This is an optimization exercise on Yosys and OpenROAD, whose aim is small area and a short achievable clock period, not a production implementation. Only simulation tests tie the RTL to the original design; equivalence was not proved. Power figures rest on the tool's default switching activity, not on a simulated workload.

`design/flow/run.sh`:
```
#!/bin/bash
# synth_recipe.tcl (not shown) runs the flow's synth.tcl, then flattens the netlist and writes it again
# the make line also repeats each setting of config.mk as NAME=value (left out here)
make -C /OpenROAD-flow-scripts/flow DESIGN_CONFIG=/design/flow/config.mk WORK_HOME=/design/flow/orfs CLKGATE_MAP_FILE= SYNTH_SCRIPT=/design/flow/synth_recipe.tcl finish
```
`design/flow/config.mk`:
```
export PLATFORM = sky130hd
export DESIGN_NAME = scope_trigger_capture
export DESIGN_NICKNAME = scope_trigger_capture
export VERILOG_FILES = /design/flow/design.v
export SDC_FILE = /design/flow/constraint.sdc
export NUM_CORES = 4
export LEC_CHECK = 0
export CAP_MARGIN = 20
export CORE_MARGIN = 2
export CORE_UTILIZATION = 45
export CTS_CLUSTER_DIAMETER = 60
export CTS_CLUSTER_SIZE = 30
export SETUP_SLACK_MARGIN = 2.9
export SLEW_MARGIN = 20
export SYNTH_HIERARCHICAL = 1
export SYNTH_MINIMUM_KEEP_SIZE = 0
```
`design/flow/constraint.sdc`:
```
create_clock -name core_clock -period 5.0 [get_ports {clock}]
set_input_delay 1.0000 -clock core_clock [delete_from_list [all_inputs] [get_ports {clock}]]
set_output_delay 1.0000 -clock core_clock [all_outputs]
set_load 0.01 [all_outputs]
```
`design/flow/design.v`:
```
module scope_trigger_capture #(
   parameter int unsigned DATA_W       = 12,
   parameter int unsigned ADDR_W       = 8,
   parameter int unsigned PRE_TRIG     = 64,
   parameter int unsigned AUTO_TIMEOUT = 4096
) (
   input  logic              clock,
   input  logic              reset_n,
   input  logic              sample_valid,
   input  logic [DATA_W-1:0] sample_data,
   input  logic              arm,
   input  logic [DATA_W-1:0] trig_level,
   input  logic              trig_rising,
   input  logic [ADDR_W-1:0] rd_addr,
   output logic [DATA_W-1:0] rd_data,
   output logic [2:0]        state,
   output logic              busy,
   output logic              capture_done,
   output logic              auto_fired
);
   localparam int unsigned DEPTH = 1 << ADDR_W;
   if (ADDR_W != 8) begin : g_addr_check
      $error("scope_trigger_capture: the read network is built for ADDR_W = 8");
   end
   localparam int unsigned POST  = DEPTH - PRE_TRIG;    
   if (PRE_TRIG < 1 || PRE_TRIG > DEPTH - 2 || AUTO_TIMEOUT < 1) begin : g_param_check
      $error("scope_trigger_capture: PRE_TRIG or AUTO_TIMEOUT out of range");
   end
   localparam int unsigned CNT_MAX = (AUTO_TIMEOUT > PRE_TRIG) ? AUTO_TIMEOUT : PRE_TRIG;
   localparam int unsigned CNT_W  = (CNT_MAX > 1) ? $clog2(CNT_MAX) : 1;
   localparam int unsigned PCNT_W = (POST > 2) ? $clog2(POST - 1) : 1;
   localparam logic [CNT_W-1:0]  LD_PRE  = CNT_W'((1 << CNT_W) - PRE_TRIG);
   localparam logic [CNT_W-1:0]  LD_WAIT = CNT_W'((1 << CNT_W) - AUTO_TIMEOUT);
   localparam logic [PCNT_W-1:0] LD_POST = PCNT_W'((1 << PCNT_W) - (POST - 1));
   localparam logic [2:0] S_IDLE    = 3'd0;
   localparam logic [2:0] S_PREFILL = 3'd1;
   localparam logic [2:0] S_WAIT    = 3'd2;
   localparam logic [2:0] S_POST    = 3'd3;
   localparam logic [2:0] S_DONE    = 3'd4;
   logic [2:0]        r_state;
   logic              r_busy;
   logic              r_done;
   logic              r_auto;
   logic [CNT_W-1:0]  r_cnt;
   logic [PCNT_W-1:0] r_pcnt;
   logic [DATA_W-1:0] win [DEPTH];
   logic              w_shift;
   logic              w_acc;
   logic              w_last;
   logic              w_plast;
   logic              w_edge;
   logic              w_fire;
   logic [DATA_W-1:0] w_prev;
   assign w_shift = sample_valid && !r_done;
   assign w_acc   = sample_valid && !arm && r_busy;
   assign w_last  = &r_cnt;
   assign w_plast = &r_pcnt;
   assign w_prev  = win[DEPTH-1];
   assign w_edge = trig_rising ? ((w_prev < trig_level) && (sample_data >= trig_level))
                               : ((w_prev > trig_level) && (sample_data <= trig_level));
   assign w_fire = w_edge || w_last;
   always_ff @(posedge clock or negedge reset_n) begin
      if (!reset_n) begin
         r_state <= S_IDLE;
         r_busy  <= 1'b0;
         r_done  <= 1'b0;
         r_auto  <= 1'b0;
      end else if (arm) begin
         r_state <= S_PREFILL;
         r_busy  <= 1'b1;
         r_done  <= 1'b0;
         r_auto  <= 1'b0;
      end else if (w_acc) begin
         case (r_state)
            S_PREFILL: if (w_last) r_state <= S_WAIT;
            S_WAIT: if (w_fire) begin
               r_state <= S_POST;
               r_auto  <= !w_edge;
            end
            S_POST: if (w_plast) begin
               r_state <= S_DONE;
               r_busy  <= 1'b0;
               r_done  <= 1'b1;
            end
            default: ;
         endcase
      end
   end
   always_ff @(posedge clock) begin
      if (arm) begin
         r_cnt <= LD_PRE;
      end else if (w_acc) begin
         if (r_state == S_PREFILL && w_last) r_cnt <= LD_WAIT;
         else                                r_cnt <= r_cnt + 1'b1;
      end
   end
   always_ff @(posedge clock) begin
      if (w_acc) begin
         if (r_state == S_WAIT) r_pcnt <= LD_POST;
         else                   r_pcnt <= r_pcnt + 1'b1;
      end
   end
   for (genvar k = 0; k < DEPTH; k++) begin : g_win
      always_ff @(posedge clock) begin
         if (w_shift) win[k] <= (k == DEPTH - 1) ? sample_data : win[(k + 1) % DEPTH];
      end
   end
   logic [15:0]       w_hi_sel;
   logic [DATA_W-1:0] w_rd;
   always_comb begin
      for (int h = 0; h < 16; h++) w_hi_sel[h] = (rd_addr[7:4] == 4'(h));
   end
   for (genvar b = 0; b < DATA_W; b++) begin : g_rd
      logic [15:0] w_lo_sel;
      stc_dec4 u_dec (.a(rd_addr[3:0]), .y(w_lo_sel));
      logic [1:0]  p2 [16];    
      logic [15:0] n3;         
      logic [3:0]  p4;         
      logic [1:0]  n5;         
      for (genvar h = 0; h < 16; h++) begin : g_grp
         logic [15:0] d;
         for (genvar l = 0; l < 16; l++) begin : g_d
            assign d[l] = win[16*h + l][b];
         end
         logic [5:0] n1;
         for (genvar i = 0; i < 5; i++) begin : g_tri
            stc_aoi222 u_aoi (.a1(w_lo_sel[3*i]),   .a2(d[3*i]),
                              .b1(w_lo_sel[3*i+1]), .b2(d[3*i+1]),
                              .c1(w_lo_sel[3*i+2]), .c2(d[3*i+2]), .y(n1[i]));
         end
         stc_nand2 u_last (.a(w_lo_sel[15]), .b(d[15]), .y(n1[5]));
         stc_nand3 u_nd0 (.a(n1[0]), .b(n1[1]), .c(n1[2]), .y(p2[h][0]));
         stc_nand3 u_nd1 (.a(n1[3]), .b(n1[4]), .c(n1[5]), .y(p2[h][1]));
         stc_oai21 u_oai (.a1(p2[h][0]), .a2(p2[h][1]), .b(w_hi_sel[h]), .y(n3[h]));
      end
      for (genvar q = 0; q < 4; q++) begin : g_q
         stc_nand4 u_nd (.a(n3[4*q]), .b(n3[4*q+1]), .c(n3[4*q+2]), .d(n3[4*q+3]), .y(p4[q]));
      end
      stc_nor2  u_nr0 (.a(p4[0]), .b(p4[1]), .y(n5[0]));
      stc_nor2  u_nr1 (.a(p4[2]), .b(p4[3]), .y(n5[1]));
      stc_nand2 u_out (.a(n5[0]), .b(n5[1]), .y(w_rd[b]));
   end
   always_ff @(posedge clock) begin
      rd_data <= w_rd;
   end
   assign state        = r_state;
   assign busy         = r_busy;
   assign capture_done = r_done;
   assign auto_fired   = r_auto;
endmodule
module stc_dec4 (input logic [3:0] a, output logic [15:0] y);
   always_comb begin
      for (int i = 0; i < 16; i++) y[i] = (a == 4'(i));
   end
endmodule
module stc_aoi222 (input logic a1, input logic a2, input logic b1, input logic b2,
                   input logic c1, input logic c2, output logic y);
   assign y = !((a1 && a2) || (b1 && b2) || (c1 && c2));
endmodule
module stc_nand3 (input logic a, input logic b, input logic c, output logic y);
   assign y = !(a && b && c);
endmodule
module stc_aoi22 (input logic a1, input logic a2, input logic b1, input logic b2, output logic y);
   assign y = !((a1 && a2) || (b1 && b2));
endmodule
module stc_oai21 (input logic a1, input logic a2, input logic b, output logic y);
   assign y = !((a1 || a2) && b);
endmodule
module stc_nand4 (input logic a, input logic b, input logic c, input logic d, output logic y);
   assign y = !(a && b && c && d);
endmodule
module stc_nor2 (input logic a, input logic b, output logic y);
   assign y = !(a || b);
endmodule
module stc_nand2 (input logic a, input logic b, output logic y);
   assign y = !(a && b);
endmodule
```
==> results.txt <==
[metal layers]
layer | vias up | share of wire
met3 | 459 | 0.12
met5 | - | 0.00038
met1 | 32950 | 0.39
met2 | 4110 | 0.46
met4 | 10 | 0.034
li1 | 26150 | -
[cell usage after synthesis (2+ instances only)]
library cell  instances
a21o_1                2
a21oi_1              16
a222oi_1            960
a31oi_1               3
and3_1                4
and4_1               14
and4b_1              48
and4bb_1             60
and4bb_2             12
buf_6                48
dfrtp_1               6
dfxtp_1              24
edfxtp_1           3080
ha_1                 26
inv_1                15
nand2_1             225
nand2b_1              4
nand3_1             392
nand4_1              55
nor2_1               51
nor2b_1               4
nor3_1               15
nor3_2                2
nor4_1                2
nor4_2               12
nor4b_4              48
o211ai_1              2
o21ai_0               4
o21ai_1             192
o41a_1                2
xnor2_1               8
xor2_1                8
[layout by cell type (no fill, tap or decap), drive strengths merged, types with 17 or more instances in the layout]
cell and n:
and4b 57, inv 83, and4bb 103, nand2 226, ha 26, diode 27
dfxtp 24, nor2 52, clkbuf 208, nand3 392, buf 479, nand4 57
edfxtp 3080, a222oi 960, nor3 18, nor4b 48, o21ai 196, a21oi 17
clkinv 45
[path summary, 6_finish.rpt]
path / from / endpoint
worst max register to register: win[255][5]$_DFFE_PP_ / r_state[0]$_DFFE_PN0P_
max in group asynchronous: reset_n / r_state[0]$_DFFE_PN0P_
worst min-delay path: reset_n / r_auto$_DFFE_PN0P_
worst min register to register: win[198][10]$_DFFE_PP_ / win[197][10]$_DFFE_PP_
min in group core_clock: win[198][10]$_DFFE_PP_ / win[197][10]$_DFFE_PP_
worst max-delay path: rd_data[0]$_DFF_P_ / rd_data[0]
[registers in the layout, summed over array words and instances, names as in the netlist]
name     flops
r_busy       1
r_cnt       12
r_done       1
win       3072
r_auto       1
r_pcnt       8
rd_data     12
r_state      3
[through the flow]
step	total power, W	area, um^2
floorplan	0.03454	111500
global placement	0.03387	118000
detailed placement	0.03398	118100
CTS	0.04999	126900
global route	0.05149	129500
finish	0.04995	129600
[logic make-up (layout without fill, tap and decap cells)]
kind of cell,Yosys count,count (layout)
buf+inv,66,863
fa+ha+maj,26,26
xor+xnor,16,16
mux,1,1
simple gates,960,1000
compound gates,1191,1191
flops,3110,3110
other cells,0,27
[where the power goes]
| part | switching, W | total [W] | internal, W |
|---|---|---|---|
| clock network | 0.00908 | 0.0159 | 0.00682 |
| registers | 0.000834 | 0.0312 | 0.0304 |
| logic | 0.00178 | 0.00283 | 0.00105 |
[per-module statistics from Yosys, one instance, submodules excluded]
module,cells,cell area (um^2),flops+latches
scope_trigger_capture,3318,94540,3110
stc_dec4,20,276.5,0
stc_aoi222,1,10.01,0
stc_nand4,1,6.256,0
stc_nand3,1,5.005,0
stc_oai21,1,5.005,0
stc_nand2,1,3.754,0
stc_nor2,1,3.754,0
[timing repair]
action                                  4_1_cts  5_1_grt
buffers inserted                            107      108
cloned                                       34       65
pin swaps                                   125      266
endpoints found under the setup margin     3089      165
resized for setup                           526      150
[final cells by class]
| class | count | area share |
|---|---|---|
| Sequential cell | 3110 | 0.7189 |
| Multi-Input combinational cell | 2234 | 0.1491 |
| Timing Repair Buffer | 545 | 0.05505 |
| Clock buffer | 175 | 0.03222 |
| Tap cell | 3312 | 0.03198 |
| Clock inverter | 127 | 0.01172 |
| Inverter | 16 | 0.0005214 |
| Antenna cell | 27 | 0.0005214 |
[worst reg2reg max path, stage by stage (launching register included)]
cell and delay [ns]:
edfxtp_1 0.52, ha_4 0.27, a21oi_2 0.16, o21a_1 0.12
nor2_1 0.05, o41a_1 0.40, a22oi_1 0.21, buf_4 0.23
a32oi_1 0.13
==> flow_summary_export.csv <==
group,metric,value,unit
worst_setup_path,critical_path_buf_inv_count,1,
clock_tree,clk_latency,0.86,ns
synth,synth_top_family_by_area,"compound AO/OA/AOI/OAI gates",
sta,final-setup-viol-count,0,
die,dieHeight,501.8,um
sta,relSlewSlack,0.3997,
worst_setup_path,start_kind,"flop",
sta,fin_crit_sh,0.4784,
synth,synth_ff_type,"edfxtp_1",
drt,viasPerCell,6.671,
worst_setup_path,end_kind,"primary output",
synth,yosysWarnings,22,
clock_tree,hold_buffers,0,
cells_and_area,regArea,93160,um^2
placed_design,portBuffers,54,
global_routing,antenna_found_initial,19,
synth,syn_nets,5433,
sta,timing.hold.ws,0.3923,ns
synth,syn_avg_cell_area,20.76,um^2
worst_setup_path,cp_top_family,"flip-flops",
drt,wl_per_cell,31.23,um
synth,synth-xor-area-share,0.001257,
placed_design,place_ws,0.9503,ns
clock_tree,clockBufferDepth,3,
drt,drc,0,
sta,rsz0062_at_grt,"true",
placed_design,dp.cells,8903,
sta,drv_slew,0,
cells_and_area,fill_cells,19040,
placed_design,gp_congestion,0.7810,
cells_and_area,fin_util,0.5264,
cells_and_area,nets,6132,
cells_and_area,layout-drive-gt1-share,0.1874,
clock_tree,clock_sinks,3110,
min_path,worstHoldPathType,"input pin to async pin",
clock_tree,cts_inserted_buffers,162,
sta,worst_slew_pin_slew,0.9004,ns
sta,finClkSkew,0.03449,ns
worst_setup_path,regToRegSetupSlack,2.76,ns
cells_and_area,multi_input_area,19320,um^2
global_routing,busiest_layer,"met2",
worst_setup_path,rr_worst_depth,8,
worst_setup_path,critPathMaxStageDelay,0.42,ns
power,powerDensity,385.5,nW/um^2
worst_setup_path,cp_cell_sequence,"buf_6",
worst_setup_path,crit_type,"flop to primary output",
synth,synth_edf_count,3080,
clock_tree,cts.clk_slew.worst_paths,0.10,ns
die,boundaryPins,55,
synth,synthMuxAreaShare,0.00008977,
die,initial_utilization,0.4530,
drt,first_iter_violations,12590,
worst_setup_path,crit_path_top_delay_cell,"dfxtp_4",
synth,synthArstFlopShare,0.001929,
drt,ant_nets,0,
worst_setup_path,crit_cells,1,
global_routing,grt_overflow,0,
global_routing,met3_usage,0.04240,
placed_design,hpwlAfterDp,145700,um
global_routing,grt_pass1_vias,60040,
die,core_area,246200,um^2
power,peakVddDrop,0.3022,mV
global_routing,grtUsageMet2,0.3294,
clock_tree,cts_tree,"done",
sta,timing.fmax,418.1,MHz
global_routing,grtUsageMet1,0.3114,
worst_setup_path,required,4.00,ns
sta,fin_setup_tns,0,ns
clock_tree,htree_levels,4,
synth,syn_area,111500,um^2
cells_and_area,area_delta_synth_final,16.22,%
sta,period_needed,2.392,ns
synth,synth_compound_area_frac,0.09728,
global_routing,grt_usage,0.2159,
worst_setup_path,critPathMaxFanout,1,
status,status,"no timing/DRC/antenna violations",
sta,final-hold-violation-count,0,
die,die-area,251800,um^2
die,die_w,501.8,um
synth,yosysSeqAreaShare,0.8351,
sta,setup_ws,2.608,ns
synth,ys_ff_latch,3110,
synth,yosys.area_share.simple,0.05779,
die,rows,182,
drt,num_vias,63680,
synth,synth_fa_ha_area_frac,0.002917,
cells_and_area,instances_no_fill,9546,
synth,syn_inst,5370,
power,leakage,42.74,nW
global_routing,grt_max_degree,117,
job,drv_cap,0,
drt,wl,298100,um
synth,synth.area.top_cells,"edfxtp_1, a222oi_1, nand3_1",
synth,yosys.area.top_type,"edfxtp_1",
synth,synthDistinctLibCells,58,
global_routing,grt_first_pass_wirelength,406400,um
synth,synth_top_area_share,0.8295,
drt,first_pass_iters,14,
clock_tree,cts-root-buf,"clkbuf_16",
worst_setup_path,worstPathArrival,1.39,ns

[what the ideal ports hide]
Ports are ideal in the flow. The routed layout listed here was re-timed in OpenROAD.
Step 1 sets driving cells, clkbuf_16 on the clock port and buf_2 on the other inputs (assumed; they add their load-dependent delay and slew).
Step 2, shift: input delay + t, output delay - t, t = (earliest + latest rising clock arrival at the registers) / 2. This alone moves slack from input paths to output paths.
Three values: ideal ports, drivers, drivers and shift; two values: the first two.
shift t [ns]: 0.932
setup WS [ns]: 2.608 / 2.108 / 1.176
latest minus earliest clock arrival (ns): 0.048 / 0.048
After both steps this run still meets setup and hold. The setup slack of this run moves by -0.500 ns with the drivers and by -1.432 ns with both steps.
